This design comes from an exercise in tuning for small area on the open sky130 flow, not from production work.
Only simulation tests tie the RTL to the original design; equivalence was not proved.
Power and IR drop assume default switching activity.

`flow/design.v`:
```
module color_convert (
  input  logic [15:0] pixel,
  input  logic        sel_cb,   
  output logic [7:0]  luma,
  output logic [7:0]  chroma
);
  logic [4:0] r5;
  logic [5:0] g6;
  logic [4:0] b5;
  logic [4:0] u5;
  logic [4:0] w5;
  logic [5:0] x6;
  assign r5 = pixel[15:11];
  assign g6 = pixel[10:5];
  assign b5 = pixel[4:0];
  assign u5 = sel_cb ? b5 : r5;
  assign w5 = sel_cb ? r5 : b5;
  assign x6 = sel_cb ? {r5, 1'b0} : g6;
  logic luma_s0, luma_c0;
  csa_fa luma_fa1 (.a(b5[0]), .b(g6[0]), .c(r5[0]), .s(luma_s0), .co(luma_c0));
  logic luma_s1, luma_c1;
  csa_fa luma_fa2 (.a(b5[1]), .b(g6[0]), .c(g6[1]), .s(luma_s1), .co(luma_c1));
  logic luma_s2, luma_c2;
  csa_fa luma_fa3 (.a(r5[1]), .b(luma_c0), .c(luma_s1), .s(luma_s2), .co(luma_c2));
  logic luma_s3, luma_c3;
  csa_fa luma_fa4 (.a(b5[0]), .b(b5[2]), .c(g6[1]), .s(luma_s3), .co(luma_c3));
  logic luma_s4, luma_c4;
  csa_fa luma_fa5 (.a(g6[2]), .b(r5[0]), .c(r5[2]), .s(luma_s4), .co(luma_c4));
  logic luma_s5, luma_c5;
  csa_fa luma_fa6 (.a(luma_c1), .b(luma_s3), .c(luma_s4), .s(luma_s5), .co(luma_c5));
  logic luma_s6, luma_c6;
  csa_fa luma_fa7 (.a(b5[0]), .b(b5[1]), .c(b5[3]), .s(luma_s6), .co(luma_c6));
  logic luma_s7, luma_c7;
  csa_fa luma_fa8 (.a(g6[0]), .b(g6[2]), .c(g6[3]), .s(luma_s7), .co(luma_c7));
  logic luma_s8, luma_c8;
  csa_fa luma_fa9 (.a(r5[0]), .b(r5[1]), .c(r5[3]), .s(luma_s8), .co(luma_c8));
  logic luma_s9, luma_c9;
  csa_fa luma_fa10 (.a(luma_c3), .b(luma_c4), .c(luma_s6), .s(luma_s9), .co(luma_c9));
  logic luma_s10, luma_c10;
  csa_fa luma_fa11 (.a(luma_s7), .b(luma_s8), .c(luma_c5), .s(luma_s10), .co(luma_c10));
  logic luma_s11, luma_c11;
  csa_fa luma_fa12 (.a(b5[0]), .b(b5[1]), .c(b5[2]), .s(luma_s11), .co(luma_c11));
  logic luma_s12, luma_c12;
  csa_fa luma_fa13 (.a(b5[4]), .b(g6[1]), .c(g6[3]), .s(luma_s12), .co(luma_c12));
  logic luma_s13, luma_c13;
  csa_fa luma_fa14 (.a(g6[4]), .b(r5[1]), .c(r5[2]), .s(luma_s13), .co(luma_c13));
  logic luma_s14, luma_c14;
  csa_fa luma_fa15 (.a(r5[4]), .b(luma_c6), .c(luma_c7), .s(luma_s14), .co(luma_c14));
  logic luma_s15, luma_c15;
  csa_fa luma_fa16 (.a(luma_c8), .b(luma_s11), .c(luma_s12), .s(luma_s15), .co(luma_c15));
  logic luma_s16, luma_c16;
  csa_fa luma_fa17 (.a(luma_s13), .b(luma_c9), .c(luma_s14), .s(luma_s16), .co(luma_c16));
  logic luma_s17, luma_c17;
  csa_fa luma_fa18 (.a(luma_s15), .b(luma_c10), .c(luma_s16), .s(luma_s17), .co(luma_c17));
  logic luma_s18, luma_c18;
  csa_fa luma_fa19 (.a(b5[1]), .b(b5[2]), .c(b5[3]), .s(luma_s18), .co(luma_c18));
  logic luma_s19, luma_c19;
  csa_fa luma_fa20 (.a(g6[2]), .b(g6[4]), .c(g6[5]), .s(luma_s19), .co(luma_c19));
  logic luma_s20, luma_c20;
  csa_fa luma_fa21 (.a(r5[2]), .b(r5[3]), .c(luma_c11), .s(luma_s20), .co(luma_c20));
  logic luma_s21, luma_c21;
  csa_fa luma_fa22 (.a(luma_c12), .b(luma_c13), .c(luma_s18), .s(luma_s21), .co(luma_c21));
  logic luma_s22, luma_c22;
  csa_fa luma_fa23 (.a(luma_s19), .b(luma_c14), .c(luma_c15), .s(luma_s22), .co(luma_c22));
  logic luma_s23, luma_c23;
  csa_fa luma_fa24 (.a(luma_s20), .b(luma_s21), .c(luma_c16), .s(luma_s23), .co(luma_c23));
  logic luma_s24, luma_c24;
  csa_fa luma_fa25 (.a(luma_s22), .b(luma_s23), .c(luma_c17), .s(luma_s24), .co(luma_c24));
  logic luma_s25, luma_c25;
  csa_fa luma_fa26 (.a(b5[2]), .b(b5[3]), .c(b5[4]), .s(luma_s25), .co(luma_c25));
  logic luma_s26, luma_c26;
  csa_fa luma_fa27 (.a(g6[0]), .b(g6[3]), .c(g6[5]), .s(luma_s26), .co(luma_c26));
  logic luma_s27, luma_c27;
  csa_fa luma_fa28 (.a(r5[0]), .b(r5[3]), .c(r5[4]), .s(luma_s27), .co(luma_c27));
  logic luma_s28, luma_c28;
  csa_fa luma_fa29 (.a(luma_c18), .b(luma_c19), .c(luma_s25), .s(luma_s28), .co(luma_c28));
  logic luma_s29, luma_c29;
  csa_fa luma_fa30 (.a(luma_s26), .b(luma_s27), .c(luma_c20), .s(luma_s29), .co(luma_c29));
  logic luma_s30, luma_c30;
  csa_fa luma_fa31 (.a(luma_c21), .b(luma_s28), .c(luma_c22), .s(luma_s30), .co(luma_c30));
  logic luma_s31, luma_c31;
  csa_fa luma_fa32 (.a(luma_s29), .b(luma_c23), .c(luma_s30), .s(luma_s31), .co(luma_c31));
  logic luma_s32, luma_c32;
  csa_fa luma_fa33 (.a(b5[3]), .b(b5[4]), .c(g6[1]), .s(luma_s32), .co(luma_c32));
  logic luma_s33, luma_c33;
  csa_fa luma_fa34 (.a(g6[4]), .b(r5[1]), .c(r5[4]), .s(luma_s33), .co(luma_c33));
  logic luma_s34, luma_c34;
  csa_fa luma_fa35 (.a(luma_c25), .b(luma_c26), .c(luma_c27), .s(luma_s34), .co(luma_c34));
  logic luma_s35, luma_c35;
  csa_fa luma_fa36 (.a(luma_s32), .b(luma_s33), .c(luma_c28), .s(luma_s35), .co(luma_c35));
  logic luma_s36, luma_c36;
  csa_fa luma_fa37 (.a(luma_s34), .b(luma_c29), .c(luma_s35), .s(luma_s36), .co(luma_c36));
  logic luma_s37, luma_c37;
  csa_fa luma_fa38 (.a(luma_c30), .b(luma_s36), .c(luma_c31), .s(luma_s37), .co(luma_c37));
  logic luma_s38, luma_c38;
  csa_fa luma_fa39 (.a(b5[4]), .b(g6[2]), .c(g6[5]), .s(luma_s38), .co(luma_c38));
  logic luma_s39, luma_c39;
  csa_fa luma_fa40 (.a(r5[2]), .b(luma_c32), .c(luma_c33), .s(luma_s39), .co(luma_c39));
  logic luma_s40, luma_c40;
  csa_fa luma_fa41 (.a(luma_s38), .b(luma_c34), .c(luma_s39), .s(luma_s40), .co(luma_c40));
  logic luma_s41, luma_c41;
  csa_fa luma_fa42 (.a(luma_c35), .b(luma_s40), .c(luma_c36), .s(luma_s41), .co(luma_c41));
  logic luma_s42, luma_c42;
  csa_fa luma_fa43 (.a(g6[3]), .b(r5[3]), .c(luma_c38), .s(luma_s42), .co(luma_c42));
  logic luma_s43, luma_c43;
  csa_fa luma_fa44 (.a(luma_c39), .b(luma_s42), .c(luma_c40), .s(luma_s43), .co(luma_c43));
  logic luma_s44, luma_c44;
  csa_fa luma_fa45 (.a(g6[4]), .b(r5[4]), .c(luma_c42), .s(luma_s44), .co(luma_c44));
  logic [12:0] luma_ra, luma_rb, luma_sum;
  assign luma_ra = {1'b0, g6[5], luma_s44, luma_s43, luma_s41, luma_s37, luma_c24, luma_s24, luma_s17, luma_s9, luma_c2, luma_s2, luma_s0};
  assign luma_rb = {1'b0, luma_c44, luma_c43, luma_c41, luma_c37, 1'b0, luma_s31, 1'b0, 1'b0, luma_s10, luma_s5, 1'b0, 1'b0};
  assign luma_sum = luma_ra + luma_rb;
  assign luma = {luma_sum[12], luma_sum[11], luma_sum[10], luma_sum[9], luma_sum[8], luma_sum[7], luma_sum[6], luma_sum[5]};
  logic chroma_s0, chroma_c0;
  csa_fa chroma_fa1 (.a(~g6[1]), .b(~w5[0]), .c(~x6[0]), .s(chroma_s0), .co(chroma_c0));
  logic chroma_s1, chroma_c1;
  assign chroma_s1 = 1'b1 ^ (~g6[0] ^ ~g6[2]);
  assign chroma_c1 = (1'b1 & ~g6[0]) | (~g6[2] & (1'b1 | ~g6[0]));
  logic chroma_s2, chroma_c2;
  csa_fa chroma_fa3 (.a(~w5[1]), .b(~x6[0]), .c(~x6[1]), .s(chroma_s2), .co(chroma_c2));
  logic chroma_s3, chroma_c3;
  csa_fa chroma_fa4 (.a(chroma_s1), .b(chroma_c0), .c(chroma_s2), .s(chroma_s3), .co(chroma_c3));
  logic chroma_s4, chroma_c4;
  csa_fa chroma_fa5 (.a(~g6[1]), .b(~g6[3]), .c(~w5[0]), .s(chroma_s4), .co(chroma_c4));
  logic chroma_s5, chroma_c5;
  csa_fa chroma_fa6 (.a(~w5[2]), .b(~x6[1]), .c(~x6[2]), .s(chroma_s5), .co(chroma_c5));
  logic chroma_s6, chroma_c6;
  csa_fa chroma_fa7 (.a(chroma_c1), .b(chroma_c2), .c(chroma_s4), .s(chroma_s6), .co(chroma_c6));
  logic chroma_s7, chroma_c7;
  csa_fa chroma_fa8 (.a(chroma_s5), .b(chroma_c3), .c(chroma_s6), .s(chroma_s7), .co(chroma_c7));
  logic chroma_s8, chroma_c8;
  assign chroma_s8 = 1'b1 ^ (~g6[0] ^ ~g6[2]);
  assign chroma_c8 = (1'b1 & ~g6[0]) | (~g6[2] & (1'b1 | ~g6[0]));
  logic chroma_s9, chroma_c9;
  csa_fa chroma_fa10 (.a(~g6[4]), .b(~w5[1]), .c(~w5[3]), .s(chroma_s9), .co(chroma_c9));
  logic chroma_s10, chroma_c10;
  csa_fa chroma_fa11 (.a(~x6[0]), .b(~x6[2]), .c(~x6[3]), .s(chroma_s10), .co(chroma_c10));
  logic chroma_s11, chroma_c11;
  csa_fa chroma_fa12 (.a(chroma_s8), .b(chroma_c4), .c(chroma_c5), .s(chroma_s11), .co(chroma_c11));
  logic chroma_s12, chroma_c12;
  csa_fa chroma_fa13 (.a(chroma_s10), .b(chroma_s9), .c(chroma_c6), .s(chroma_s12), .co(chroma_c12));
  logic chroma_s13, chroma_c13;
  csa_fa chroma_fa14 (.a(chroma_s11), .b(chroma_s12), .c(chroma_c7), .s(chroma_s13), .co(chroma_c13));
  logic chroma_s14, chroma_c14;
  csa_fa chroma_fa15 (.a(~g6[1]), .b(~g6[3]), .c(~g6[5]), .s(chroma_s14), .co(chroma_c14));
  logic chroma_s15, chroma_c15;
  csa_fa chroma_fa16 (.a(~w5[0]), .b(~w5[2]), .c(~w5[4]), .s(chroma_s15), .co(chroma_c15));
  logic chroma_s16, chroma_c16;
  csa_fa chroma_fa17 (.a(~x6[1]), .b(~x6[3]), .c(~x6[4]), .s(chroma_s16), .co(chroma_c16));
  logic chroma_s17, chroma_c17;
  csa_fa chroma_fa18 (.a(chroma_c8), .b(chroma_s14), .c(chroma_c10), .s(chroma_s17), .co(chroma_c17));
  logic chroma_s18, chroma_c18;
  csa_fa chroma_fa19 (.a(chroma_c9), .b(chroma_s15), .c(chroma_s16), .s(chroma_s18), .co(chroma_c18));
  logic chroma_s19, chroma_c19;
  csa_fa chroma_fa20 (.a(chroma_c11), .b(chroma_s17), .c(chroma_s18), .s(chroma_s19), .co(chroma_c19));
  logic chroma_s20, chroma_c20;
  csa_fa chroma_fa21 (.a(chroma_c12), .b(chroma_s19), .c(chroma_c13), .s(chroma_s20), .co(chroma_c20));
  logic chroma_s21, chroma_c21;
  csa_fa chroma_fa22 (.a(~g6[0]), .b(~g6[2]), .c(~g6[4]), .s(chroma_s21), .co(chroma_c21));
  logic chroma_s22, chroma_c22;
  csa_fa chroma_fa23 (.a(~w5[1]), .b(~w5[3]), .c(~x6[2]), .s(chroma_s22), .co(chroma_c22));
  logic chroma_s23, chroma_c23;
  csa_fa chroma_fa24 (.a(~x6[4]), .b(~x6[5]), .c(chroma_c14), .s(chroma_s23), .co(chroma_c23));
  logic chroma_s24, chroma_c24;
  csa_fa chroma_fa25 (.a(chroma_s21), .b(chroma_c15), .c(chroma_c16), .s(chroma_s24), .co(chroma_c24));
  logic chroma_s25, chroma_c25;
  csa_fa chroma_fa26 (.a(chroma_s22), .b(chroma_s23), .c(chroma_c17), .s(chroma_s25), .co(chroma_c25));
  logic chroma_s26, chroma_c26;
  csa_fa chroma_fa27 (.a(chroma_c18), .b(chroma_s24), .c(chroma_s25), .s(chroma_s26), .co(chroma_c26));
  logic chroma_s27, chroma_c27;
  csa_fa chroma_fa28 (.a(chroma_c19), .b(chroma_s26), .c(chroma_c20), .s(chroma_s27), .co(chroma_c27));
  logic chroma_s28, chroma_c28;
  assign chroma_s28 = 1'b1 ^ (~g6[1] ^ ~g6[3]);
  assign chroma_c28 = (1'b1 & ~g6[1]) | (~g6[3] & (1'b1 | ~g6[1]));
  logic chroma_s29, chroma_c29;
  csa_fa chroma_fa30 (.a(~g6[5]), .b(~w5[2]), .c(~w5[4]), .s(chroma_s29), .co(chroma_c29));
  logic chroma_s30, chroma_c30;
  csa_fa chroma_fa31 (.a(~x6[3]), .b(~x6[5]), .c(chroma_c21), .s(chroma_s30), .co(chroma_c30));
  logic chroma_s31, chroma_c31;
  csa_fa chroma_fa32 (.a(chroma_s28), .b(chroma_c22), .c(chroma_s29), .s(chroma_s31), .co(chroma_c31));
  logic chroma_s32, chroma_c32;
  csa_fa chroma_fa33 (.a(chroma_c23), .b(chroma_s30), .c(chroma_c24), .s(chroma_s32), .co(chroma_c32));
  logic chroma_s33, chroma_c33;
  csa_fa chroma_fa34 (.a(chroma_s31), .b(chroma_c25), .c(chroma_s32), .s(chroma_s33), .co(chroma_c33));
  logic chroma_s34, chroma_c34;
  csa_fa chroma_fa35 (.a(chroma_c26), .b(chroma_s33), .c(chroma_c27), .s(chroma_s34), .co(chroma_c34));
  logic chroma_s35, chroma_c35;
  csa_fa chroma_fa36 (.a(~g6[2]), .b(~g6[4]), .c(u5[0]), .s(chroma_s35), .co(chroma_c35));
  logic chroma_s36, chroma_c36;
  csa_fa chroma_fa37 (.a(~w5[3]), .b(~x6[4]), .c(chroma_c28), .s(chroma_s36), .co(chroma_c36));
  logic chroma_s37, chroma_c37;
  csa_fa chroma_fa38 (.a(chroma_c29), .b(chroma_s35), .c(chroma_c30), .s(chroma_s37), .co(chroma_c37));
  logic chroma_s38, chroma_c38;
  csa_fa chroma_fa39 (.a(chroma_s36), .b(chroma_c31), .c(chroma_s37), .s(chroma_s38), .co(chroma_c38));
  logic chroma_s39, chroma_c39;
  csa_fa chroma_fa40 (.a(chroma_c32), .b(chroma_s38), .c(chroma_c33), .s(chroma_s39), .co(chroma_c39));
  logic chroma_s40, chroma_c40;
  csa_fa chroma_fa41 (.a(~g6[3]), .b(~g6[5]), .c(u5[1]), .s(chroma_s40), .co(chroma_c40));
  logic chroma_s41, chroma_c41;
  csa_fa chroma_fa42 (.a(~w5[4]), .b(~x6[5]), .c(chroma_c35), .s(chroma_s41), .co(chroma_c41));
  logic chroma_s42, chroma_c42;
  csa_fa chroma_fa43 (.a(chroma_s40), .b(chroma_c36), .c(chroma_s41), .s(chroma_s42), .co(chroma_c42));
  logic chroma_s43, chroma_c43;
  csa_fa chroma_fa44 (.a(chroma_c37), .b(chroma_s42), .c(chroma_c38), .s(chroma_s43), .co(chroma_c43));
  logic chroma_s44, chroma_c44;
  csa_fa chroma_fa45 (.a(~g6[4]), .b(u5[2]), .c(chroma_c40), .s(chroma_s44), .co(chroma_c44));
  logic chroma_s45, chroma_c45;
  csa_fa chroma_fa46 (.a(chroma_c41), .b(chroma_s44), .c(chroma_c42), .s(chroma_s45), .co(chroma_c45));
  logic chroma_s46, chroma_c46;
  csa_fa chroma_fa47 (.a(~g6[5]), .b(u5[3]), .c(chroma_c44), .s(chroma_s46), .co(chroma_c46));
  logic [13:0] chroma_ra, chroma_rb, chroma_sum;
  assign chroma_ra = {1'b0, u5[4], chroma_s46, chroma_s45, chroma_s43, chroma_s39, chroma_s34, chroma_s27, chroma_s20, chroma_s13, chroma_s7, chroma_s3, chroma_s0, 1'b1};
  assign chroma_rb = {1'b0, chroma_c46, chroma_c45, chroma_c43, chroma_c39, chroma_c34, 1'b0, 1'b0, 1'b0, 1'b0, 1'b0, 1'b0, 1'b0, ~g6[0]};
  assign chroma_sum = chroma_ra + chroma_rb;
  assign chroma = {chroma_sum[13], chroma_sum[12], chroma_sum[11], chroma_sum[10], chroma_sum[9], chroma_sum[8], chroma_sum[7], chroma_sum[6]};
endmodule
module channel_threshold (
  input  logic [15:0] pixel,
  input  logic [7:0]  luma,
  input  logic [7:0]  chroma,    
  input  logic [2:0]  channel_sel,
  input  logic [7:0]  lower_bound,
  input  logic [7:0]  upper_bound,
  output logic [7:0]  channel,
  output logic        in_range
);
  always_comb begin
    case (channel_sel)
      3'b000:  channel = {pixel[10:5], 2'b00};   
      3'b001:  channel = {pixel[15:11], 3'b000};  
      3'b010:  channel = {pixel[4:0], 3'b000};   
      3'b100:  channel = luma;
      3'b101:  channel = chroma;  
      3'b110:  channel = chroma;  
      default: channel = '0;  
    endcase
  end
  assign in_range = (channel >= lower_bound) && (channel <= upper_bound);
endmodule
module csa_fa (
  input  logic a,
  input  logic b,
  input  logic c,
  output logic s,
  output logic co
);
  assign s  = a ^ (b ^ c);
  assign co = (a & b) | (c & (a | b));
endmodule
module csa_ha (
  input  logic a,
  input  logic b,
  output logic s,
  output logic co
);
  assign s  = a ^ b;
  assign co = a & b;
endmodule
module rc_add #(
  parameter int W = 8
) (
  input  logic [W-1:0] a,
  input  logic [W-1:0] b,
  input  logic         ci,
  output logic [W-1:0] s,
  output logic         co
);
  logic [W:0] c;
  assign c[0] = ci;
  for (genvar i = 0; i < W; i++) begin : g_bit
    csa_fa fa_i (.a(a[i]), .b(b[i]), .c(c[i]), .s(s[i]), .co(c[i+1]));
  end
  assign co = c[W];
endmodule
module rc_inc #(
  parameter int W = 8
) (
  input  logic [W-1:0] a,
  input  logic         ci,
  output logic [W-1:0] s,
  output logic         co
);
  logic [W:0] c;
  assign c[0] = ci;
  for (genvar i = 0; i < W; i++) begin : g_bit
    csa_ha ha_i (.a(a[i]), .b(c[i]), .s(s[i]), .co(c[i+1]));
  end
  assign co = c[W];
endmodule
module com_divider (
  input  logic [21:0] window,
  input  logic [21:0] divisor_n,  
  input  logic        enable,     
  output logic [20:0] rem_next,   
  output logic        q_bit
);
  logic [10:0] lo_diff;
  logic        lo_carry;    
  logic [10:0] hi_diff0, hi_diff1;
  logic        hi_carry0, hi_carry1;
  logic        fits;
  rc_add #(.W(11)) lo_i  (.a(window[10:0]),  .b(divisor_n[10:0]),  .ci(1'b1),
                          .s(lo_diff),  .co(lo_carry));
  rc_add #(.W(11)) hi0_i (.a(window[21:11]), .b(divisor_n[21:11]), .ci(1'b0),
                          .s(hi_diff0), .co(hi_carry0));
  rc_add #(.W(11)) hi1_i (.a(window[21:11]), .b(divisor_n[21:11]), .ci(1'b1),
                          .s(hi_diff1), .co(hi_carry1));
  assign fits     = lo_carry ? hi_carry1 : hi_carry0;
  assign q_bit    = enable && fits;
  assign rem_next = !q_bit ? window[20:0]
                  : lo_carry ? {hi_diff1[9:0], lo_diff} : {hi_diff0[9:0], lo_diff};
endmodule
module com_accumulator (
  input  logic        clk_pixel,
  input  logic        sys_rst,
  input  logic        mark,        
  input  logic        new_frame,
  input  logic [10:0] hcount,
  input  logic [9:0]  vcount,
  output logic [10:0] x_com,
  output logic [9:0]  y_com,
  output logic        com_valid
);
  localparam logic [5:0] X_STEPS = 6'd11;
  localparam logic [5:0] LAST    = 6'd42;  
  logic [31:0] x_sum;    
  logic [30:0] y_sum;
  logic [21:0] count_n;  
  logic        x_carry;  
  logic        y_carry;  
  logic        busy;
  logic [5:0]  step;
  logic        last;
  logic        clear;
  logic        load;
  logic        keep;
  logic [10:0] h_add;
  logic [9:0]  v_add;
  logic [11:0] x_lo;
  logic        x_lo_co;
  logic [19:0] x_hi;
  logic [10:0] y_lo;
  logic        y_lo_co;
  logic [19:0] y_hi;
  logic [20:0] rem_next;
  logic        q_bit;
  assign h_add = mark ? hcount : '0;
  assign v_add = mark ? vcount : '0;
  rc_add #(.W(11)) x_lo_i (.a(x_sum[10:0]), .b(h_add), .ci(1'b0),
                           .s(x_lo[10:0]), .co(x_lo[11]));
  assign x_lo_co = x_lo[11] & x_sum[11];
  rc_inc #(.W(20)) x_hi_i (.a(x_sum[31:12]), .ci(x_carry), .s(x_hi), .co());
  rc_add #(.W(10)) y_lo_i (.a(y_sum[9:0]), .b(v_add), .ci(1'b0),
                           .s(y_lo[9:0]), .co(y_lo[10]));
  assign y_lo_co = y_lo[10] & y_sum[10];
  rc_inc #(.W(20)) y_hi_i (.a(y_sum[30:11]), .ci(y_carry), .s(y_hi), .co());
  com_divider div_i (
    .window    (x_sum[31:10]),
    .divisor_n (count_n),
    .enable    ((step < X_STEPS) || step[5]),
    .rem_next  (rem_next),
    .q_bit     (q_bit)
  );
  assign last  = (step == LAST);
  assign clear = sys_rst || (busy && last);
  always_ff @(posedge clk_pixel) begin
    if (clear) begin
      x_sum   <= '0;
      y_sum   <= '0;
      count_n <= '1;
      x_carry <= 1'b0;
      y_carry <= 1'b0;
    end else if (busy) begin
      x_sum <= {rem_next, x_sum[9:0], y_sum[30]};
      y_sum <= {y_sum[29:0], q_bit};
    end else begin
      x_sum   <= {x_hi, x_lo[11] ^ x_sum[11], x_lo[10:0]};
      y_sum   <= {y_hi, y_lo[10] ^ y_sum[10], y_lo[9:0]};
      x_carry <= x_lo_co;
      y_carry <= y_lo_co;
      count_n <= count_n - 22'(mark);
    end
  end
  always_ff @(posedge clk_pixel) begin
    if (sys_rst) begin
      busy <= 1'b0;
      step <= '0;
    end else if (busy) begin
      busy <= !last;
      step <= last ? '0 : step + 1'b1;
    end else begin
      busy <= new_frame && (count_n != '1);
      step <= '0;
    end
  end
  assign load = busy && last && !sys_rst;
  assign keep = !(busy && last) && !sys_rst;
  always_ff @(posedge clk_pixel) begin
    x_com     <= (x_sum[10:0] & {11{load}}) | (x_com & {11{keep}});
    y_com     <= (y_sum[9:0] & {10{load}}) | (y_com & {10{keep}});
    com_valid <= load;
  end
endmodule
module overlay_mux (
  input  logic [15:0] bg_pix,
  input  logic        mask,
  input  logic [10:0] hcount,
  input  logic [9:0]  vcount,
  input  logic [1:0]  bg_sel,
  input  logic [1:0]  target_sel,
  input  logic [10:0] x_com,
  input  logic [9:0]  y_com,
  output logic [23:0] pixel_out
);
  logic [7:0]  gray;
  logic [23:0] bg;
  logic        on_cross;
  assign gray = bg_pix[7:0];
  always_comb begin
    case (bg_sel)
      2'b00:   bg = {bg_pix[15:11], 3'b000, bg_pix[10:5], 2'b00, bg_pix[4:0], 3'b000};
      2'b01:   bg = {gray, gray, gray};
      2'b10:   bg = {24{mask}};
      default: bg = mask ? 24'hFF00FF : {gray, gray, gray};
    endcase
  end
  assign on_cross = (target_sel == 2'b01) && ((hcount == x_com) || (vcount == y_com));
  assign pixel_out = on_cross ? 24'hFFFFFF : bg;
endmodule
module color_tracker #(
  parameter int SUM_BITS = 32  
) (
  input  logic        clk_pixel,
  input  logic        sys_rst,
  input  logic [15:0] pixel,
  input  logic [24:0] timing,
  input  logic [2:0]  channel_sel,
  input  logic [7:0]  lower_bound,
  input  logic [7:0]  upper_bound,
  input  logic [1:0]  bg_sel,
  input  logic [1:0]  target_sel,
  output logic [23:0] pixel_out,
  output logic [24:0] timing_out,
  output logic [10:0] x_com,
  output logic [9:0]  y_com,
  output logic        com_valid
);
  logic [15:0] pix_q1, pix_q2, pix_q3, pix_q4;
  logic [24:0] tim_q1, tim_q2, tim_q3, tim_q4, tim_q5;
  logic [3:0]  rst_hist;  
  logic [7:0]  luma, chroma, channel;
  logic        in_range;
  logic [15:0] bg_q;
  logic        mask_q;
  logic        sel_cb_q;  
  color_convert color_convert_i (
    .pixel  (pix_q4),
    .sel_cb (sel_cb_q),
    .luma   (luma),
    .chroma (chroma)
  );
  channel_threshold channel_threshold_i (
    .pixel       (pix_q4),
    .luma        (luma),
    .chroma      (chroma),
    .channel_sel (channel_sel),
    .lower_bound (lower_bound),
    .upper_bound (upper_bound),
    .channel     (channel),
    .in_range    (in_range)
  );
  always_ff @(posedge clk_pixel) begin
    pix_q1   <= pixel;
    pix_q2   <= pix_q1;
    pix_q3   <= pix_q2;
    pix_q4   <= pix_q3;
    tim_q1   <= timing;
    tim_q2   <= tim_q1;
    tim_q3   <= tim_q2;
    tim_q4   <= tim_q3;
    rst_hist <= {rst_hist[2:0], sys_rst};
    if (sys_rst || (rst_hist != '0)) tim_q5 <= '0;
    else tim_q5 <= tim_q4;
    mask_q   <= in_range;
    sel_cb_q <= channel_sel[1];  
    bg_q[15:8] <= pix_q4[15:8];
    if (bg_sel == 2'b00) bg_q[7:0] <= pix_q4[7:0];
    else if (bg_sel[1]) bg_q[7:0] <= luma;
    else bg_q[7:0] <= channel;
  end
  assign timing_out = tim_q5;
  com_accumulator com_accumulator_i (
    .clk_pixel (clk_pixel),
    .sys_rst   (sys_rst),
    .mark      (tim_q5[3] && mask_q),
    .new_frame (tim_q5[0]),
    .hcount    (tim_q5[24:14]),
    .vcount    (tim_q5[13:4]),
    .x_com     (x_com),
    .y_com     (y_com),
    .com_valid (com_valid)
  );
  overlay_mux overlay_mux_i (
    .bg_pix     (bg_q),
    .mask       (mask_q),
    .hcount     (tim_q5[24:14]),
    .vcount     (tim_q5[13:4]),
    .bg_sel     (bg_sel),
    .target_sel (target_sel),
    .x_com      (x_com),
    .y_com      (y_com),
    .pixel_out  (pixel_out)
  );
endmodule
```
`flow/run.sh`:
```
#!/bin/bash
# synth_recipe.tcl (not shown) runs the flow's synth.tcl, then flattens the netlist and writes it again
# the make line also repeats each setting of config.mk as NAME=value (left out here)
make -C /OpenROAD-flow-scripts/flow DESIGN_CONFIG=/design/flow/config.mk WORK_HOME=/design/flow/orfs CLKGATE_MAP_FILE= SYNTH_SCRIPT=/design/flow/synth_recipe.tcl finish
```
`flow/config.mk`:
```
export PLATFORM = sky130hd
export DESIGN_NAME = color_tracker
export DESIGN_NICKNAME = color_tracker
export VERILOG_FILES = /design/flow/design.v
export SDC_FILE = /design/flow/constraint.sdc
export NUM_CORES = 4
export LEC_CHECK = 0
export CAP_MARGIN = 20
export CORE_MARGIN = 2
export CORE_UTILIZATION = 40
export PLACE_DENSITY = 0.6
export SLEW_MARGIN = 20
export SYNTH_HIERARCHICAL = 1
```
`flow/constraint.sdc`:
```
create_clock -name core_clock -period 6.7 [get_ports {clk_pixel}]
set_input_delay 1.3400 -clock core_clock [delete_from_list [all_inputs] [get_ports {clk_pixel}]]
set_output_delay 1.3400 -clock core_clock [all_outputs]
set_load 0.01 [all_outputs]
```
==> results.tsv, run 1 <==
stage	metric	value	unit
detailed_routing	num_vias	9398	
pwr	total_power	5.895	mW
placed_design	io_buffer_count	136	
yosys	synth-seq-cells	327	
yosys	synthSimpleGateAreaFrac	10.92	%
yosys	synth_top_family_by_area	adder cells	
clocking	cts_tree	built	
timing	worstMarginPinSlew	1043	ps
clocking	ctsHoldBuffers	0	
detailed_routing	route.detailed.drc	0	
timing	relSlewSlack	30.49	%
placed_design	dpl.hpwl	23460	um
clocking	cts_root_buffer	clkbuf_16	
detailed_routing	dr.pass1.iters	5	
yosys	synth_compound_area_share	6.043	%
worst_setup_path	crit_cells	23	
yosys	synth_xor_area_share	2.724	%
timing	hold_violations	0	
detailed_routing	routed_wl	31570	um
die	rows	71	
worst_setup_path	slowest_stage	fa_1	
timing	worst_slack	330.0	ps
global_route	grt_max_degree	44	
detailed_routing	via_per_inst	4.842	
worst_setup_path	crit_path_end_kind	flip-flop	
yosys	synth_top_area_share	43.31	%
yosys	synth_area_per_cell	12.09	sq um
global_route	grt_pass1_wl	51980	um
pwr	combinationalPowerShare	33.4	%
timing	setup_viol	0	
pwr	p_int	3.999	mW
job	maxCapViolations	0	
yosys	syn_inst	1250	
timing	slew_violations	0	
yosys	yosys-top-cells-area	dfxtp_1 (43%), fa_1 (19%), mux2i_1 (7.0%)	
detailed_routing	antenna_left	0	
hold_path	hold_depth	0	
cells_and_area	drive_gt1_share	11.20	%
die	core	37400	sq um
yosys	synth_seq_area_share	43.31	%
global_route	grt_antenna_before_repair	0	
detailed_routing	drt_iter0_drc	403	
worst_setup_path	crit_family	adder cells	
die	dieHeight	198.4	um
die	ioPinCount	137	
detailed_routing	route.detailed.wl_per_inst	16.27	um
pwr	p_clk_share	31.2	%
worst_setup_path	worst_path_most_repeated_cell	fa_1	
clocking	numCtsBuffers	36	
clocking	post_cts_buffers	0	
global_route	grt_overflow	0	
worst_setup_path	critPathKind	reg2reg	
cells_and_area	nets	1688	
worst_setup_path	critPathArrivalTime	6800	ps
yosys	synth_flop_cell	dfxtp_1	
global_route	track_usage	16.72	%
yosys	netlist_area	15110	sq um
timing	fin_crit_sh	95.07	%
yosys	yosys.area_share.adder	25.15	%
clocking	cts_sinks	327	
worst_setup_path	critical_path_required	7130	ps
clocking	path_clk_slew	60	ps
clocking	cts_buffer_depth	3	
yosys	synthMuxAreaShare	8.684	%
cells_and_area	fin_cells	1941	
die	fp.dieW	198.4	um
placed_design	place_inst	1877	
yosys	yosys_warnings	10	
worst_setup_path	start_kind	flip-flop	
pwr	p_leak	7.488	nW
die	dieArea	39360	sq um
worst_setup_path	crit_buf_inv	1	
yosys	async_flop_share	0	%
timing	clock_skew	23.21	ps
yosys	yosys.area.top_type	dfxtp_1	
worst_setup_path	worstPathCellList	buf_4 > nand2b_2 > fa_1 > fa_1 > fa_1 > fa_1 > fa_1 > fa_1 > fa_1 > ha_1 > nand2_1 > o31ai_4 > o31a_1 > a21o_1 > mux2i_1 > nor2_1 > a21oi_1 > a21oi_1 > ha_1 > nand4_1 > nor3_2 > nor2_1 > a211oi_1	
die	start_util	40.41	%
status	outcome	timing/DRC/antenna clean	
global_route	grt_pass1_vias	9860	
timing	rsz0062_at_grt	false	
timing	max_freq	157.0	MHz
timing	fin_crit	6370	ps
worst_setup_path	reg2reg_depth	23	
worst_setup_path	crit_fanout	9	
placed_design	place.gp.congestion	0.8560	
pwr	switching_share	32.17	%
timing	finalSetupTns	0	ps
placed_design	dp_slack	34.33	ps
pwr	power_frac_seq	35.4	%
pwr	power.switching	1.897	mW
hold_path	min_path_type	reg2reg	
yosys	synth_cell_types	69	
clocking	cts.htree.levels	2	
pwr	ir_drop	0.3056	mV
cells_and_area	syn_to_final_growth	20.55	%
yosys	synth-edff-count	0	
clocking	clock_latency	520	ps
pwr	power_density	323.5	nW/um^2
worst_setup_path	slowest_delay	480	ps
==> metrics by stage <==
stage | hold slack [ps] | utilization (%) | cell area [sq um]
6_report | 312.7 | 48.72 | 18220
5_1_grt | 324.2 | 48.71 | 18220
4_1_cts | 318.4 | 48.64 | 18190
3_5_place_dp | 312.1 | 45.66 | 17080
3_3_place_gp | 310.0 | 45.66 | 17080
2_1_floorplan | 309.6 | - | 15120
==> per-module statistics from Yosys, one instance, submodules excluded, a selection <==
module,area [sq um],copies in the design,cells inside
com_accumulator,4442,1,438
com_divider,435.4,1,52
color_convert,698.2,1,85
color_tracker,4753,1,270
overlay_mux,659.4,1,111
csa_ha,12.51,40,1
csa_fa,20.02,143,1
channel_threshold,763.2,1,111
==> power groups by stage <==
stage / Sequential, mW / Combinational, mW / Clock [mW]
floorplan: 2.11 / 1.39 / 0
global placement: 2.13 / 1.89 / 0
detailed placement: 2.13 / 1.94 / 0
CTS: 2.09 / 1.95 / 1.91
global route: 2.10 / 2.21 / 1.99
finish: 2.09 / 1.97 / 1.84
==> Yosys cell counts, types with 18 or more instances <==
cell and n:
dfxtp_1 327, fa_1 143, mux2i_1 106, nor2_1 101, ha_1 75, nand2_1 58
a21oi_1 50, inv_1 32, clkbuf_1 30, xnor2_1 29, and2_1 25, o21ai_0 23
a22o_1 21, nor3b_2 20, xor2_1 18
==> layer usage <==
metal  track usage (%)  wire [um]
met5                 0          0
met4             5.876        883
met3             2.764       1245
met2             28.01      15370
met1             21.91      14080
==> area by class of cell <==
class / count / area, sq um
clock inverter: 12 / 88.84
multi-input combinational: 832 / 8148
timing repair buffer: 173 / 1634
fill: 3363 / 19180
sequential: 327 / 6554
tap: 511 / 639.4
antenna: 1 / 2.502
inverter: 34 / 127.6
clock buffer: 51 / 1027
==> worst paths after layout <==
kind / start / to / slack (ps)
setup / recovery: sel_cb_q / mask_q / 330
hold / removal: pix_q1[11] / pix_q2[11] / 310
setup reg to reg: sel_cb_q / mask_q / 330
hold reg to reg: pix_q1[11] / pix_q2[11] / 310
==> flip-flops by register name (all words and copies together) (netlist names), 4 cells and up <==
signal                     count
com_accumulator_i.x_sum       32
com_accumulator_i.y_sum       31
tim_q1                        25
tim_q2                        25
tim_q3                        25
tim_q4                        25
tim_q5                        25
com_accumulator_i.count_n     22
bg_q                          16
pix_q1                        16
pix_q2                        16
pix_q3                        16
pix_q4                        16
com_accumulator_i.x_com       11
com_accumulator_i.y_com       10
com_accumulator_i.step         6
rst_hist                       4
==> cell families (layout without fill, tap and decap cells) <==
logic type	after synthesis	in the layout
AO/OA/AOI/OAI	137	137
XOR/XNOR	47	47
adder cells (fa/ha/maj)	218	218
buffers and inverters	93	270
flip-flops	327	327
multiplexers	125	125
other	3	6
AND/OR/NAND/NOR	300	300
==> cells in the final DEF (no fill, tap or decap), types with 11 or more instances in the layout <==
| master | count |
|---|---|
| dfxtp_1 | 325 |
| fa_1 | 143 |
| clkdlybuf4s50_1 | 135 |
| mux2i_1 | 106 |
| nor2_1 | 101 |
| ha_1 | 75 |
| nand2_1 | 58 |
| a21oi_1 | 48 |
| buf_4 | 37 |
| clkbuf_16 | 36 |
| inv_1 | 32 |
| xnor2_1 | 29 |
| and2_1 | 25 |
| o21ai_0 | 23 |
| nor3b_2 | 21 |
| a22o_1 | 21 |
| xor2_1 | 18 |
| nand3_1 | 13 |
| nand4_1 | 11 |
| nor3_1 | 11 |
==> timing repair <==
| action | CTS | global route |
|---|---|---|
| pin swaps | 0 | 1 |
| resized for setup | 1 | 6 |
| endpoints found under the setup margin | 1 | 1 |
==> inputs of run 2 (changes only) <==
==> flow/flow/run.sh (new file) <==
#!/bin/bash
# The standard layout (standard synthesis and ORFS flow), with one change:
# the port buffers use the smallest buffer cell instead of the default pick.
set -uo pipefail
export BUFFER_PORTS_ARGS="-buffer_cell sky130_fd_sc_hd__buf_1"
bash standard.sh finish > standard_flow.log 2>&1
status=$?
cp -r orfs/logs/sky130hd/color_tracker/base flow_logs 2>/dev/null || true
exit $status
==> flow/standard.sh (new file) <==
#!/bin/bash
# synth_recipe.tcl (not shown) runs the flow's synth.tcl, then flattens the netlist and writes it again
# the make line also repeats each setting of config.mk as NAME=value (left out here)
make -C /OpenROAD-flow-scripts/flow DESIGN_CONFIG=/design/flow/config.mk WORK_HOME=/design/flow/orfs CLKGATE_MAP_FILE= SYNTH_SCRIPT=/design/flow/synth_recipe.tcl "${@:-finish}"
removed: flow/run.sh
==> run 2 against run 1 <==
Final cell count is 0.26% lower; still clean on timing, DRC and antenna; synthesized area stayed put; via count is 0.77% lower; fmax hardly changed; critical endpoint unchanged; clock power is 9% higher; critical path depth stayed put; critical path type unchanged; first-iteration DRC count is 5.0% lower; global-route usage is 0.14 points lower; total power is 1.0% higher.
==> results.tsv, run 2 <==
stage	metric	value	unit	change
status	outcome	timing/DRC/antenna clean		unchanged
worst_setup_path	slowest_delay	470	ps	was 480 ps
yosys	synth_seq_area_share	43.31	%	unchanged
worst_setup_path	worstPathCellList	buf_6 > nand2b_1 > fa_1 > fa_1 > fa_1 > fa_1 > fa_1 > fa_1 > fa_1 > ha_1 > nand2_1 > o31ai_4 > o31a_1 > a21o_1 > mux2i_1 > nor2_1 > a21oi_1 > a21oi_1 > ha_1 > nand4_1 > nor3_1 > nor2_1 > a211oi_1		was buf_4 > nand2b_2 > fa_1 > fa_1 > fa_1 > fa_1 > fa_1 > fa_1 > fa_1 > ha_1 > nand2_1 > o31ai_4 > o31a_1 > a21o_1 > mux2i_1 > nor2_1 > a21oi_1 > a21oi_1 > ha_1 > nand4_1 > nor3_2 > nor2_1 > a211oi_1
cells_and_area	num_antenna_cells	0		was 1
worst_setup_path	r2r_start	sel_cb_q		unchanged
cells_and_area	final.fill_count	3434		was 3,363
worst_setup_path	start_kind	flip-flop		unchanged
yosys	yosys.area.top_type	dfxtp_1		unchanged
worst_setup_path	crit_fanout	12		was 9
timing	setup_viol	0		unchanged
clocking	clock_latency	540	ps	was 520 ps
yosys	synth_common_cells	dfxtp_1 (327), fa_1 (143), mux2i_1 (106)		unchanged
timing	fin_crit	6367	ps	was 6370 ps
timing	hold_violations	0		unchanged
cells_and_area	fin_area	17470	sq um	was 18,220 sq um
cells_and_area	top_regs	com_accumulator_i.x_sum x32, com_accumulator_i.y_sum x31		unchanged
clocking	numCtsBuffers	36		unchanged
placed_design	dpl.hpwl	22850	um	was 23,460 um
cells_and_area	final_cell_mix	dfxtp_1 (325), fa_1 (143), buf_1 (135)		was dfxtp_1 (325), fa_1 (143), clkdlybuf4s50_1 (135)
timing	slew_violations	0		unchanged
worst_setup_path	cp-startpoint	sel_cb_q		unchanged
global_route	use_met2	27.89	%	was 28.01%
detailed_routing	num_vias	9326		was 9,398
clocking	cts.htree.levels	2		unchanged
global_route	use_met1	21.37	%	was 21.91%
die	fp.dieW	198.4	um	unchanged
detailed_routing	route.detailed.drc	0		unchanged
yosys	synth-seq-cells	327		unchanged
yosys	synth_cell_types	69		unchanged
global_route	grt_antenna_before_repair	0		unchanged
cells_and_area	final_common_cell	dfxtp_1		unchanged
timing	finalSetupTns	0	ps	unchanged
yosys	yosys-top-cells-area	dfxtp_1 (43%), fa_1 (19%), mux2i_1 (7.0%)		unchanged
worst_setup_path	critPathKind	reg2reg		unchanged
clocking	cts_tree	built		unchanged
worst_setup_path	worst_path_most_repeated_cell	fa_1		unchanged
detailed_routing	drt_iter0_drc	383		was 403
clocking	post_cts_buffers	0		unchanged
pwr	power_density	341.0	nW/um^2	was 323.5 nW/um^2
hold_path	min_path_type	reg2reg		unchanged
detailed_routing	dr.pass1.iters	5		unchanged
job	maxCapViolations	0		unchanged
clocking	cts_root_buffer	clkbuf_16		unchanged
worst_setup_path	critPathArrivalTime	6810	ps	was 6800 ps
clocking	path_clk_slew	60	ps	about the same
die	start_util	40.41	%	unchanged
yosys	netlist_area	15110	sq um	unchanged
timing	fin_crit_sh	95.02	%	was 95.07%
global_route	grt_overflow	0		unchanged
timing	worstMarginPinSlew	1086	ps	was 1043 ps
yosys	synth_flop_cell	dfxtp_1		unchanged
yosys	yosys_warnings	10		unchanged
yosys	synth-edff-count	0		unchanged
die	core	37400	sq um	unchanged
timing	max_freq	157.1	MHz	was 157.0 MHz
hold_path	holdCritStartpoint	tim_q1[3]		was pix_q1[11]
cells_and_area	largest_reg_flops	32		unchanged
yosys	synth_area_per_cell	12.09	sq um	unchanged
yosys	yosysMostFrequentCell	dfxtp_1		unchanged
global_route	met3_usage	2.781	%	was 2.764%
global_route	grt_busiest_layer	met2		unchanged
placed_design	io_buffer_count	136		unchanged
timing	relSlewSlack	27.58	%	was 30.49%
clocking	cts_buffer_depth	3		unchanged
timing	rsz0062_at_grt	false		unchanged
placed_design	place_area	16200	sq um	was 17,080 sq um
cells_and_area	final_util	46.70	%	was 48.72%
worst_setup_path	critical_path_required	7150	ps	was 7130 ps
clocking	cts_sinks	327		unchanged
pwr	p_leak	7.156	nW	was 7.488 nW
detailed_routing	via_per_inst	4.817		was 4.842
placed_design	place.gp.congestion	0.8901		was 0.8560
timing	clock_skew	12.65	ps	was 23.21 ps
cells_and_area	regMostFlops	com_accumulator_i.x_sum		unchanged
pwr	ir_drop	0.2395	mV	was 0.3056 mV
cells_and_area	drive_gt1_share	11.30	%	was 11.20%
global_route	grt_pass1_vias	9642		was 9,860
detailed_routing	antenna_left	0		unchanged
worst_setup_path	crit_family	adder cells		unchanged
global_route	grt_pass1_wl	51030	um	was 51,980 um
yosys	syn_inst	1250		unchanged
global_route	grt_max_degree	68		was 44
worst_setup_path	crit_buf_inv	1		unchanged
yosys	synth_top_area_share	43.31	%	unchanged
die	ioPinCount	137		unchanged
cells_and_area	nets	1683		was 1,688
die	rows	71		unchanged
worst_setup_path	slowest_stage	fa_1		unchanged
detailed_routing	route.detailed.wl_per_inst	16.15	um	was 16.27 um
die	dieArea	39360	sq um	unchanged
detailed_routing	routed_wl	31270	um	was 31,570 um
cells_and_area	syn_to_final_growth	15.56	%	was 20.55%
worst_setup_path	crit_path_end_kind	flip-flop		unchanged
die	dieHeight	198.4	um	unchanged
yosys	async_flop_share	0	%	unchanged
global_route	track_usage	16.58	%	was 16.72%
run 2: cell counts after synthesis:
Identical to the previous run, type by type.
run 2: worst paths after layout:
check / end / slack [ps] / cells past startpoint
min: tim_q2[3] / 320 / 0
min reg2reg: tim_q2[3] / 320 / 0
max: mask_q / 330 / 23
max reg2reg: mask_q / 330 / 23
run 2: through the flow:
step / hold slack (ps) / setup slack, ps / std cells / power (mW)
floorplan: 309.6 / 295.0 / 1252 / 3.508
global placement: 310.5 / 301.3 / 1872 / 3.928
detailed placement: 312.1 / 111.4 / 1872 / 3.963
CTS: 313.0 / 83.48 / 1936 / 6.005
global route: 315.7 / 25.37 / 1936 / 6.373
finish: 316.8 / 333.4 / 1936 / 5.956
run 2: Yosys stat by module, one instance, submodules excluded, excerpt:
| module | times used | cells | area (sq um) |
|---|---|---|---|
| overlay_mux | 1 | 111 | 659.4 |
| channel_threshold | 1 | 111 | 763.2 |
| csa_ha | 40 | 1 | 12.51 |
| com_divider | 1 | 52 | 435.4 |
| com_accumulator | 1 | 438 | 4442 |
| color_convert | 1 | 85 | 698.2 |
run 2: area by class of cell:
cell class / instances / area [sq um] / share of cell area (%)
clock buffer: 48 / 1037 / 5.938
clock inverter: 16 / 183.9 / 1.053
multi-input combinational: 832 / 8169 / 46.77
inverter: 34 / 127.6 / 0.7307
tap: 511 / 639.4 / 3.660
sequential: 327 / 6554 / 37.52
timing repair buffer: 168 / 755.7 / 4.327
run 2: repair_timing:
item / 4_1_cts / 5_1_grt
resized for setup: 0 / 10
hold buffers: 0 / 0
hold endpoints to repair: 0 / 0
endpoints found under the setup margin: 0 / 1
run 2: cells by family (layout without fill, tap and decap cells):
kind of cell    Yosys count  after routing  share of synthesized area (%)
compound gates          137            137                          6.043
fa+ha+maj               218            218                          25.15
buf+inv                  93            266                          3.096
other cells               3              5                        0.07450
flops                   327            327                          43.31
mux                     125            125                          8.684
simple gates            300            300                          10.92
xor+xnor                 47             47                          2.723
run 2: worst reg2reg max path, stage by stage, from the launching register on:
cell,delay (ps)
dfxtp_4,380
buf_6,170
nand2b_1,250
fa_1,450
fa_1,420
fa_1,470
fa_1,430
fa_1,400
fa_1,390
fa_1,370
ha_1,350
nand2_1,120
o31ai_4,80
o31a_1,280
a21o_1,200
mux2i_1,130
nor2_1,50
a21oi_1,140
a21oi_1,130
ha_1,390
nand4_1,120
nor3_1,270
nor2_1,70
a211oi_1,220
run 2: power by group:
group          internal [mW]  switching [mW]  total [mW]
Clock                   1.21           0.797        2.01
Combinational          0.792            1.06        1.86
Sequential              2.04          0.0559        2.09
Total                   4.04            1.92        5.96
run 2: layer usage:
layer / part of all wire (%) / wire length, um
met4: 2.7 / 830
met1: 45 / 14190
met2: 49 / 15310
met5: 0 / 0
met3: 3.0 / 944
==> inputs of run 3 (changes only) <==
--- a/flow/config.mk
+++ b/flow/config.mk
@@ -8,6 +8,8 @@
 export CAP_MARGIN = 20
 export CORE_MARGIN = 2
 export CORE_UTILIZATION = 40
+export CTS_CLUSTER_DIAMETER = 50
+export CTS_CLUSTER_SIZE = 35
 export PLACE_DENSITY = 0.6
 export SLEW_MARGIN = 20
 export SYNTH_HIERARCHICAL = 1
==> run 3 against run 2 <==
Highest routed layer unchanged; hold slack improved by 5.5 ps; non-clock buffer count increased by 1; sequential share of layout area is 0.18 points lower; largest cell class unchanged; largest power group unchanged; clock skew grew 10 ps; utilization up 0.23 points; setup slack worse by 33 ps; fmax decreased by 0.52%; total power increased by 0.75%; die area is the same; design area increased by 0.49%.
==> results.tsv, run 3 <==
stage	metric	value	unit	change
cells_and_area	largest_reg_flops	32		unchanged
yosys	yosys_warnings	10		unchanged
detailed_routing	dr.pass1.iters	5		unchanged
clocking	path_clk_slew	90	ps	was 60 ps
cells_and_area	num_antenna_cells	0		unchanged
cells_and_area	multi_input_area	8169	sq um	unchanged
yosys	yosys-top-cells-area	dfxtp_1 (43%), fa_1 (19%), mux2i_1 (7.0%)		unchanged
die	rows	71		unchanged
pwr	p_int	3.831	mW	was 4.040 mW
cells_and_area	seq_area	6554	sq um	unchanged
global_route	grt_max_degree	68		unchanged
worst_setup_path	critPathKind	reg2reg		unchanged
detailed_routing	route.detailed.wl_per_inst	16.08	um	was 16.15 um
timing	hold_violations	0		unchanged
yosys	async_flop_share	0	%	unchanged
yosys	yosys.area.top_type	dfxtp_1		unchanged
detailed_routing	route.detailed.drc	0		unchanged
pwr	p_leak	7.176	nW	was 7.156 nW
cells_and_area	regMostFlops	com_accumulator_i.x_sum		unchanged
cells_and_area	final_common_cell	dfxtp_1		unchanged
timing	slew_violations	0		unchanged
clocking	cts_root_buffer	clkbuf_16		unchanged
pwr	power_density	341.9	nW/um^2	was 341.0 nW/um^2
yosys	synth_seq_area_share	43.31	%	unchanged
worst_setup_path	crit_path_end_kind	flip-flop		unchanged
pwr	power_frac_seq	34.8	%	was 35.1%
global_route	track_usage	16.32	%	was 16.58%
clocking	ctsHoldBuffers	0		unchanged
cells_and_area	drive_gt1_share	11.27	%	was 11.30%
die	fp.dieW	198.4	um	unchanged
global_route	grt_pass1_vias	9629		was 9,642
die	ioPinCount	137		unchanged
placed_design	io_buffer_count	136		unchanged
placed_design	dpl.hpwl	22850	um	unchanged
cells_and_area	syn_to_final_growth	16.13	%	was 15.56%
timing	clock_skew	22.63	ps	was 12.65 ps
worst_setup_path	critical_path_required	7200	ps	was 7150 ps
pwr	ir_drop	0.2805	mV	was 0.2395 mV
die	dieHeight	198.4	um	unchanged
global_route	grt_antenna_before_repair	0		unchanged
timing	worstMarginPinSlew	1067	ps	was 1086 ps
yosys	synth_area_per_cell	12.09	sq um	unchanged
clocking	cts_sinks	327		unchanged
status	outcome	timing/DRC/antenna clean		unchanged
pwr	total_power	6.001	mW	was 5.956 mW
job	maxCapViolations	0		unchanged
clocking	clock_latency	590	ps	was 540 ps
yosys	syn_inst	1250		unchanged
clocking	numCtsBuffers	31		was 36
yosys	synth-seq-cells	327		unchanged
detailed_routing	drt_iter0_drc	375		was 383
worst_setup_path	start_kind	flip-flop		unchanged
yosys	synth-edff-count	0		unchanged
die	core	37400	sq um	unchanged
detailed_routing	num_vias	9360		was 9,326
pwr	switching_share	36.17	%	was 32.18%
placed_design	place.gp.congestion	0.8901		unchanged
yosys	synth_common_cells	dfxtp_1 (327), fa_1 (143), mux2i_1 (106)		unchanged
yosys	yosysMostFrequentCell	dfxtp_1		unchanged
die	dieArea	39360	sq um	unchanged
cells_and_area	final_cell_mix	dfxtp_1 (325), fa_1 (143), buf_1 (135)		unchanged
cells_and_area	top_regs	com_accumulator_i.x_sum x32, com_accumulator_i.y_sum x31		unchanged
clocking	cts_buffer_depth	3		unchanged
timing	relSlewSlack	28.86	%	was 27.58%
worst_setup_path	crit_fanout	12		unchanged
yosys	synth_flop_cell	dfxtp_1		unchanged
hold_path	min_path_type	reg2reg		unchanged
timing	setup_viol	0		unchanged
die	start_util	40.41	%	unchanged
global_route	grt_pass1_wl	50780	um	was 51,030 um
yosys	netlist_area	15110	sq um	unchanged
cells_and_area	nets	1679		was 1,683
cells_and_area	final.fill_count	3428		was 3,434
timing	max_freq	156.3	MHz	was 157.1 MHz
pwr	p_clk_share	34.0	%	was 33.7%
detailed_routing	antenna_left	0		unchanged
global_route	grt_overflow	0		unchanged
timing	finalSetupTns	0	ps	unchanged
worst_setup_path	critPathArrivalTime	6900	ps	was 6810 ps
yosys	synth_top_area_share	43.31	%	unchanged
detailed_routing	routed_wl	31040	um	was 31,270 um
timing	rsz0062_at_grt	false		unchanged
timing	fin_crit_sh	95.52	%	was 95.02%
detailed_routing	via_per_inst	4.847		was 4.817
pwr	power.switching	2.170	mW	was 1.917 mW
pwr	combinationalPowerShare	31.1	%	about the same
timing	fin_crit	6400	ps	was 6367 ps
clocking	cts.htree.levels	1		was 2
timing	worst_hold_slack	322.3	ps	was 316.8 ps
yosys	synth_cell_types	69		unchanged
clocking	cts_tree	built		unchanged
[run 3: cell counts after synthesis]
Identical to the previous run, type by type.
[run 3: per-layer routing]
layer / part of all wire [%] / track usage (%) / vias up
li1: - / - / 4533
met1: 45 / 21.34 / 4628
met2: 49 / 27.88 / 156
met3: 3.4 / 2.425 / 43
met4: 2.2 / 5.180 / 0
met5: 0 / 0 / -
[run 3: final timing paths]
kind,startpoint,end,slack (ps),cells after the start
setup / recovery,sel_cb_q,mask_q,300,23
hold / removal,pix_q2[6],pix_q3[6],320,0
setup reg to reg,sel_cb_q,mask_q,300,23
hold reg to reg,pix_q2[6],pix_q3[6],320,0
[run 3: per-stage QoR]
stage | setup slack, ps | instance area [sq um] | util [%] | instances
2_1_floorplan | 295.0 | 15120 | - | 1252
3_3_place_gp | 301.3 | 16200 | 43.31 | 1872
3_5_place_dp | 111.4 | 16200 | 43.31 | 1872
4_1_cts | 55.59 | 17500 | 46.78 | 1930
5_1_grt | 4.378 | 17550 | 46.93 | 1931
6_report | 300.3 | 17550 | 46.93 | 1931
[run 3: what timing repair did]
item | in CTS | in global routing
endpoints found under the hold margin | 0 | 0
setup buffers | 0 | 1
gates resized for setup | 0 | 10
setup endpoints to repair | 0 | 1
[run 3: kinds of logic after synthesis]
logic type,share of synthesized area (%)
compound gates,6.043
xor+xnor,2.723
fa+ha+maj,25.15
buf+inv,3.096
flops,43.31
mux,8.684
other cells,0.07450
simple gates,10.92
[run 3: per-module statistics from Yosys (local to each module, per instance), excerpt]
module,flops+latches,copies in the design
csa_ha,0,40
color_convert,0,1
com_accumulator,116,1
channel_threshold,0,1
com_divider,0,1
color_tracker,211,1
csa_fa,0,143
overlay_mux,0,1
[run 3: cell type report]
type | count | area share [%]
clock buffer | 31 | 4.420
clock inverter | 27 | 2.980
inverter | 34 | 0.7271
multi-input combinational | 832 | 46.54
sequential | 327 | 37.34
tap | 511 | 3.643
timing repair buffer | 169 | 4.348
[run 3: worst max-delay path, cell delays in order (launching register included)]
cell	delay [ps]
dfxtp_4	410
buf_6	200
mux2i_2	280
fa_1	470
fa_1	400
fa_1	410
fa_1	400
fa_1	410
fa_1	400
fa_1	380
ha_1	340
nand2_1	120
o31ai_4	80
o31a_1	270
a21o_1	200
mux2i_1	130
nor2_1	50
a21oi_1	140
a21oi_1	130
ha_1	400
nand4_1	130
nor3_1	270
nor2_1	70
a211oi_1	220
[run 3: power by group through the flow]
stage | combinational (mW) | clock [mW] | sequential (mW)
global placement | 1.79 | 0 | 2.13
detailed placement | 1.83 | 0 | 2.13
global route | 2.13 | 2.20 | 2.10
floorplan | 1.39 | 0 | 2.11
finish | 1.87 | 2.04 | 2.09
CTS | 1.85 | 2.11 | 2.09
==> inputs of run 4 (changes only) <==
--- a/flow/config.mk
+++ b/flow/config.mk
@@ -8,8 +8,8 @@
 export CAP_MARGIN = 20
 export CORE_MARGIN = 2
 export CORE_UTILIZATION = 40
-export CTS_CLUSTER_DIAMETER = 50
-export CTS_CLUSTER_SIZE = 35
+export CTS_CLUSTER_DIAMETER = 100
+export CTS_CLUSTER_SIZE = 30
 export PLACE_DENSITY = 0.6
 export SLEW_MARGIN = 20
 export SYNTH_HIERARCHICAL = 1
==> run 4 against run 3 <==
Die area did not move; combinational power about the same; clock-buffer cell count shrank 13; routed wire length is 0.91% lower; final cell count decreased by 1.7%; hold slack hardly changed; fmax is 0.24% higher; first-iteration DRC count is 2.7% lower; design area decreased by 4.5%; setup slack better by 15 ps; sequential power about the same; still clean on timing, DRC and antenna; register-to-register slack improved by 20 ps.
==> results.tsv, run 4 <==
stage	metric	value	unit	change
status	outcome	timing/DRC/antenna clean		unchanged
timing	fin_crit	6384	ps	was 6400 ps
clocking	post_cts_buffers	0		unchanged
pwr	power_density	303.6	nW/um^2	was 341.9 nW/um^2
timing	fin_crit_sh	95.29	%	was 95.52%
job	maxCapViolations	0		unchanged
clocking	cts_sinks	327		unchanged
die	start_util	40.41	%	unchanged
worst_setup_path	slowest_delay	470	ps	about the same
die	core	37400	sq um	unchanged
clocking	cts.htree.levels	1		unchanged
detailed_routing	routed_wl	30760	um	was 31,040 um
detailed_routing	via_per_inst	4.852		was 4.847
cells_and_area	final_cell_mix	dfxtp_1 (325), fa_1 (143), buf_1 (135)		unchanged
worst_setup_path	slowest_stage	fa_1		unchanged
worst_setup_path	critPathKind	reg2reg		unchanged
yosys	netlist_area	15110	sq um	unchanged
cells_and_area	largest_reg_flops	32		unchanged
clocking	clock_latency	520	ps	was 590 ps
yosys	synth_seq_area_share	43.31	%	unchanged
pwr	power_frac_seq	41.1	%	was 34.8%
worst_setup_path	crit_fanout	12		unchanged
timing	max_freq	156.6	MHz	was 156.3 MHz
yosys	synth_flop_cell	dfxtp_1		unchanged
placed_design	place_inst	1872		unchanged
yosys	synth_xor_area_share	2.724	%	unchanged
global_route	grt_pass1_vias	9390		was 9,629
global_route	grt_pass1_wl	50100	um	was 50,780 um
worst_setup_path	start_kind	flip-flop		unchanged
detailed_routing	antenna_left	0		unchanged
pwr	p_clk_share	22.4	%	was 34.0%
cells_and_area	final_util	44.81	%	was 46.93%
cells_and_area	syn_to_final_growth	10.87	%	was 16.13%
yosys	synthMuxAreaShare	8.684	%	unchanged
timing	rsz0062_at_grt	false		unchanged
pwr	combinationalPowerShare	36.5	%	was 31.1%
yosys	yosys_warnings	10		unchanged
yosys	synth_common_cells	dfxtp_1 (327), fa_1 (143), mux2i_1 (106)		unchanged
die	dieHeight	198.4	um	unchanged
timing	worst_slack	315.6	ps	was 300.3 ps
yosys	yosys-top-cells-area	dfxtp_1 (43%), fa_1 (19%), mux2i_1 (7.0%)		unchanged
detailed_routing	dr.pass1.iters	4		was 5
clocking	numCtsBuffers	16		was 31
cells_and_area	fin_cells	1898		was 1,931
yosys	yosys.area.top_type	dfxtp_1		unchanged
detailed_routing	route.detailed.drc	0		unchanged
yosys	synth_area_per_cell	12.09	sq um	unchanged
yosys	synth_top_area_share	43.31	%	unchanged
pwr	power.switching	1.775	mW	was 2.170 mW
pwr	p_leak	6.812	nW	was 7.176 nW
timing	relSlewSlack	27.91	%	was 28.86%
global_route	grt_max_degree	68		unchanged
cells_and_area	nets	1663		was 1,679
global_route	track_usage	16.04	%	was 16.32%
timing	setup_viol	0		unchanged
placed_design	dpl.hpwl	22850	um	unchanged
cells_and_area	num_antenna_cells	0		unchanged
worst_setup_path	crit_family	adder cells		unchanged
timing	worstMarginPinSlew	1081	ps	was 1067 ps
detailed_routing	num_vias	9209		was 9,360
cells_and_area	regMostFlops	com_accumulator_i.x_sum		unchanged
yosys	synth-seq-cells	327		unchanged
cells_and_area	fin_area	16760	sq um	was 17,550 sq um
timing	hold_violations	0		unchanged
placed_design	dp_slack	111.4	ps	unchanged
die	ioPinCount	137		unchanged
cells_and_area	final_common_cell	dfxtp_1		unchanged
pwr	p_int	3.313	mW	was 3.831 mW
global_route	grt_antenna_before_repair	0		unchanged
yosys	yosys.area_share.adder	25.15	%	unchanged
die	dieArea	39360	sq um	unchanged
yosys	synth-edff-count	0		unchanged
yosys	synth_compound_area_share	6.043	%	unchanged
global_route	grt_overflow	0		unchanged
worst_setup_path	critPathArrivalTime	6820	ps	was 6900 ps
die	rows	71		unchanged
die	fp.dieW	198.4	um	unchanged
yosys	synth_cell_types	69		unchanged
yosys	async_flop_share	0	%	unchanged
placed_design	place_area	16200	sq um	unchanged
detailed_routing	drt_iter0_drc	365		was 375
worst_setup_path	crit_path_end_kind	flip-flop		unchanged
pwr	ir_drop	0.2324	mV	was 0.2805 mV
detailed_routing	route.detailed.wl_per_inst	16.21	um	was 16.08 um
clocking	cts_resized	0		unchanged
worst_setup_path	crit_buf_inv	1		unchanged
worst_setup_path	worst_path_most_repeated_cell	fa_1		unchanged
hold_path	min_path_type	reg2reg		unchanged
yosys	synth_top_family_by_area	adder cells		unchanged
pwr	switching_share	34.88	%	was 36.17%
placed_design	io_buffer_count	136		unchanged
placed_design	place.gp.congestion	0.8901		unchanged
timing	clock_skew	18.60	ps	was 22.63 ps
yosys	synthSimpleGateAreaFrac	10.92	%	unchanged
clocking	path_clk_slew	110	ps	was 90 ps
timing	finalSetupTns	0	ps	unchanged
clocking	cts_buffer_depth	3		unchanged
worst_setup_path	critical_path_required	7130	ps	was 7200 ps
cells_and_area	top_regs	com_accumulator_i.x_sum x32, com_accumulator_i.y_sum x31		unchanged
clocking	cts_root_buffer	clkbuf_16		unchanged
yosys	syn_inst	1250		unchanged
cells_and_area	drive_gt1_share	9.084	%	was 11.27%
timing	slew_violations	0		unchanged
clocking	ctsHoldBuffers	0		unchanged
yosys	yosysMostFrequentCell	dfxtp_1		unchanged
clocking	cts_tree	built		unchanged
worst_setup_path	worstPathCellList	buf_6 > mux2i_2 > fa_1 > fa_1 > fa_1 > fa_1 > fa_1 > fa_1 > fa_1 > ha_1 > nand2_1 > o31ai_4 > o31a_1 > a21o_1 > mux2i_1 > nor2_1 > a21oi_1 > a21oi_1 > ha_1 > nand4_1 > nor3_1 > nor2_1 > a211oi_1		unchanged
[run 4: cell count changes in the layout (fill, tap and decap cells not counted), sizes merged]
cell      change
inv          -12
buf           -1
clkbuf       -13
clkinv        -8
clkinvlp      +1
[run 4: path summary, 6_finish.rpt]
check	from	end	slack, ps	depth (start not counted)
hold reg to reg	tim_q3[7]	tim_q4[7]	320	0
setup / recovery	sel_cb_q	mask_q	320	23
hold / removal	tim_q3[7]	tim_q4[7]	320	0
setup reg to reg	sel_cb_q	mask_q	320	23
[run 4: modules after synthesis, one instance, submodules excluded, a selection]
module           times used  cell area (sq um)  flip-flops and latches
overlay_mux               1              659.4                       0
com_accumulator           1               4442                     116
color_tracker             1               4753                     211
csa_ha                   40              12.51                       0
com_divider               1              435.4                       0
csa_fa                  143              20.02                       0
[run 4: stage by stage]
step	hold slack, ps	power (mW)
6_report	321.9	5.088
5_1_grt	322.3	5.481
4_1_cts	323.9	5.126
3_5_place_dp	312.1	3.963
3_3_place_gp	310.5	3.928
2_1_floorplan	309.6	3.508
[run 4: kinds of logic after synthesis]
| group | Yosys count |
|---|---|
| flops | 327 |
| simple gates | 300 |
| fa+ha+maj | 218 |
| compound gates | 137 |
| mux | 125 |
| buf+inv | 93 |
| xor+xnor | 47 |
| other cells | 3 |
[run 4: cell type report]
cell class,instances,area [sq um]
clock buffers,18,429.2
well taps,511,639.4
repair buffers,168,755.7
fillers,3512,20640
inverters,34,127.6
flip-flops and latches,327,6554
multi-input cells,832,8169
clock inverters,8,82.58
[run 4: per-layer routing]
layer / GRT usage (%) / routed length, um / part of all wire, %
met5: 0 / 0 / 0
met3: 1.865 / 952 / 3.1
met1: 21.43 / 14050 / 46
met4: 3.676 / 559 / 1.8
met2: 27.90 / 15200 / 49
[run 4: power by group through the flow]
stage          clock network (mW)  logic, mW  registers, mW
6_report                     1.14       1.86           2.09
5_1_grt                      1.26       2.12           2.10
2_1_floorplan                   0       1.39           2.11
3_3_place_gp                    0       1.79           2.13
3_5_place_dp                    0       1.83           2.13
4_1_cts                      1.20       1.84           2.09

port drivers added, routing unchanged:
The results above use ideal ports. As a check the final layouts listed here were re-extracted and re-timed, cells and wires unchanged.
Step 1, drivers: a clkbuf_16 drives clk_pixel and a buf_2 each remaining input, both assumed.
Step 2 adds t to the input delays and takes it off the output delays; t is the mean of the earliest and latest rising clock arrival at the registers after step 1. Input paths then give back, and output paths get back, about the clock's delay inside the block.
a / b / c = ideal / step 1 / step 2; a / b = the first two.
run	shift t [ns]	setup WS [ns]	hold WS [ns]	clock arrival spread, ns	slew at the worst register clock pin (ns)
run 1	0.562	0.330 / 0.330 / 0.330	0.313 / 0.313 / 0.313	0.025 / 0.025	0.06 / 0.06
run 2	0.585	0.333 / 0.333 / 0.333	0.317 / 0.317 / 0.317	0.013 / 0.014	0.06 / 0.06
run 3	0.634	0.300 / 0.300 / 0.300	0.322 / 0.322 / 0.322	0.024 / 0.024	0.09 / 0.09
run 4	0.559	0.316 / 0.315 / 0.315	0.322 / 0.322 / 0.322	0.020 / 0.019	0.11 / 0.11
After both steps setup and hold are still met in every run listed. The setup slack of run 4, which loses most, moves by -0.001 ns with the drivers and by -0.001 ns with both steps.
